This is an optimization exercise on Yosys and OpenROAD, whose aim is small area, a short achievable clock period and few clock cycles per item, not a production implementation. Function was checked by simulation only, so behaviour that the tests miss may differ from the original.

Setup of the previous run:
==> flow/design.v (excerpt) <==
module waveform_oscillator_soft_ramp_core (
  input  wire logic                 clk,
  input  wire logic                 rst,
  input  wire logic                 in_valid,
  output logic                      in_ready,
  input  wire logic signed [23:0]   in_left,
  input  wire logic signed [23:0]   in_right,
  input  wire logic                 in_block_start,
  input  wire logic                 in_soft_start,
  input  wire logic                 in_soft_stop,
  output logic                      out_valid,
  input  wire logic                 out_ready,
  output logic signed [23:0]        out_left,
  output logic signed [23:0]        out_right,
  output logic signed [15:0]        out_wave,
  input  wire logic                 cfg_valid,
  output logic                      cfg_ready,
  input  wire logic [1:0]           cfg_index,
  input  wire logic [wosr_pkg::FIELD_BITS-1:0] cfg_data
);
  logic [1:0]  waveform;
  logic [23:0] phase_step;
  logic [15:0] gain;
  logic [17:0] gain3;
  logic [23:0] p0;
  logic [23:0] pa;
  logic [7:0]  pa_qidx;
  logic        pa_peak;
  logic        hi;
  logic [5:0]  kp;
  logic        act;
  logic [8:0]  kd;
  logic        v1, v2, v3;
  logic        s1_sx, s1_c;
  logic [15:0] s1_wx;
  logic [31:0] s2_wa, s2_wb;
  logic [31:0] s3_wg;
  logic [41:0] s3_w819;
  logic               e0v, skv;
  logic signed [16:0] e0_q, sk_q;
  logic signed [23:0] e0_l, e0_r, sk_l, sk_r;
  logic        acc, flush, ld1, ld2, ld3, mv, e0_free;
  logic        w_sx, w_c;
  logic [15:0] w_wx;
  logic [31:0] wa_next, wb_next, wg_next;
  logic [41:0] w819_next;
  logic [16:0] q_d;
  logic [23:0] pa_next, p0_next;
  logic [16:0] q_f_sum;
  logic [15:0] hl_sum, hr_sum;
  logic [17:0] gain3_next;
  ...
Size in the first run: about 490 flip-flops, about 150 I/O pins, about 44000 um2 of cells after synthesis.
==> flow/config.mk <==
export PLATFORM = sky130hd
export DESIGN_NAME = waveform_oscillator_soft_ramp_core
export DESIGN_NICKNAME = waveform_oscillator_soft_ramp_core
export VERILOG_FILES = /design/flow/design.v
export SDC_FILE = /design/flow/constraint.sdc
export NUM_CORES = 4
export LEC_CHECK = 0
export CAP_MARGIN = 20
export CORE_MARGIN = 2
export CORE_UTILIZATION = 65
export SLEW_MARGIN = 20
export SYNTH_HIERARCHICAL = 1
==> flow/constraint.sdc <==
create_clock -name core_clock -period 12.0 [get_ports {clk}]
set_input_delay 2.4000 -clock core_clock [delete_from_list [all_inputs] [get_ports {clk}]]
set_output_delay 2.4000 -clock core_clock [all_outputs]
set_load 0.01 [all_outputs]
run.sh (not shown) runs the stock make flow with config.mk's settings and CLKGATE_MAP_FILE= SYNTH_SCRIPT=/design/flow/synth_recipe.tcl, a recipe that flattens the netlist after the stock synthesis.
Testbench counts of the previous run, summed over its fixed seeds: cycles 8,352, items 8,192.
Relative to the previous run, the following input files were edited for the current run:
Settings: CORE_UTILIZATION changed from 65 to 40.
- The current run: all stages complete, timing, DRC and antenna checks passed
- The maximum clock frequency of the current run is higher than that of the previous run.
- The current run ends up with lower core occupancy in the finished layout than the previous run does.
- Diff the previous run -> the current run: cell count after placement moved up, height of the chip moved up, area after synthesis level, DRC violation count after routing level.
- Compared to the previous run, the router laid down less metal wire for the current run.
- Clock latency of the later-clocked register in the worst-skew pair, the current run and the previous run: higher on the current run
- The previous run ended up with fewer cell instances than the current run did.
- Actual slew at the worst max-slew pin, the current run and the previous run: higher on the previous run
- Clock tree cell share of total cell area was higher in the current run than in the previous run.


Setup of rev 12:
Another version of the RTL of waveform_oscillator_soft_ramp_core (not shown whole).
Size: roughly 4,000 cells after synthesis, ~500 flip-flops, ~0.044 mm^2 of cells after synthesis.
Settings: LEC_CHECK=0, CAP_MARGIN=20, CORE_MARGIN=2, CORE_UTILIZATION=40, SLEW_MARGIN=20, SYNTH_HIERARCHICAL=1; clock period 12.0 ns.
standard.sh (not shown) runs the stock make flow with config.mk's settings and CLKGATE_MAP_FILE= SYNTH_SCRIPT=/design/flow/synth_recipe.tcl, a recipe that flattens the netlist after the stock synthesis.
==> flow/flow/run.sh <==
#!/bin/bash
# Standard layout with a larger setup margin for the repair steps (the clock
# period and constraints stay the design's), resizing not tied to the cell
# footprint, and plain buffers on the ports.
set -euo pipefail
export SETUP_SLACK_MARGIN=6.8
export BUFFER_PORTS_ARGS="-buffer_cell sky130_fd_sc_hd__buf_2"
bash standard.sh MATCH_CELL_FOOTPRINT=0 finish > standard.log 2>&1
Testbench counts of rev 12, summed over its fixed seeds: cycles 8,384, items 8,192.
Here is what was changed in the inputs of rev 13 compared with rev 12.
- ABC_AREA: unset -> 1
--- a/flow/flow/run.sh
+++ b/flow/flow/run.sh
@@ -4,5 +4,5 @@
 # footprint, and plain buffers on the ports.
 set -euo pipefail
-export SETUP_SLACK_MARGIN=6.8
+export SETUP_SLACK_MARGIN=8.0
 export BUFFER_PORTS_ARGS="-buffer_cell sky130_fd_sc_hd__buf_2"
 bash standard.sh MATCH_CELL_FOOTPRINT=0 finish > standard.log 2>&1
==> summary.txt <==
Rev 13 has completed all stages; timing, DRC and antenna checks passed. Per the comparison of rev 13 with rev 12, maximum clock rate rose by 15%; share of the clock period used by the worst path went down by 5.5 points.

-- afterwards: timing with drivers on the ports --
Ports are ideal in the flow. The routed layouts listed here were re-timed in OpenROAD. Step 1 sets driving cells, clkbuf_16 on the clock port and buf_2 on the other inputs (assumed; they add their load-dependent delay and slew). Step 2 times the ports against the registers' clock, not the clock port: input delays grow and output delays shrink by t, the midpoint of the rising clock arrivals with the driver on. a / b / c = no drivers / after step 1 / after step 2; a / b = the first two.
run | t (ns) | slack for setup (ns) | worst hold slack (ns) | clock arrival spread, ns
the previous run | 0.686 | 4.577 / 4.577 / 4.577 | 0.452 / 0.452 / 0.452 | 0.043 / 0.044
the current run | 0.719 | 4.662 / 4.662 / 4.662 | 0.450 / 0.450 / 0.450 | 0.089 / 0.088
rev 12 | 0.730 | 6.843 / 6.843 / 6.843 | 0.454 / 0.454 / 0.454 | 0.081 / 0.080
rev 13 | 0.726 | 7.507 / 7.507 / 7.433 | 0.464 / 0.464 / 0.464 | 0.048 / 0.048
After both steps setup and hold are still met in every run listed. The setup slack of rev 13, which loses most, moves by 0.000 ns with the drivers and by -0.074 ns with both steps.
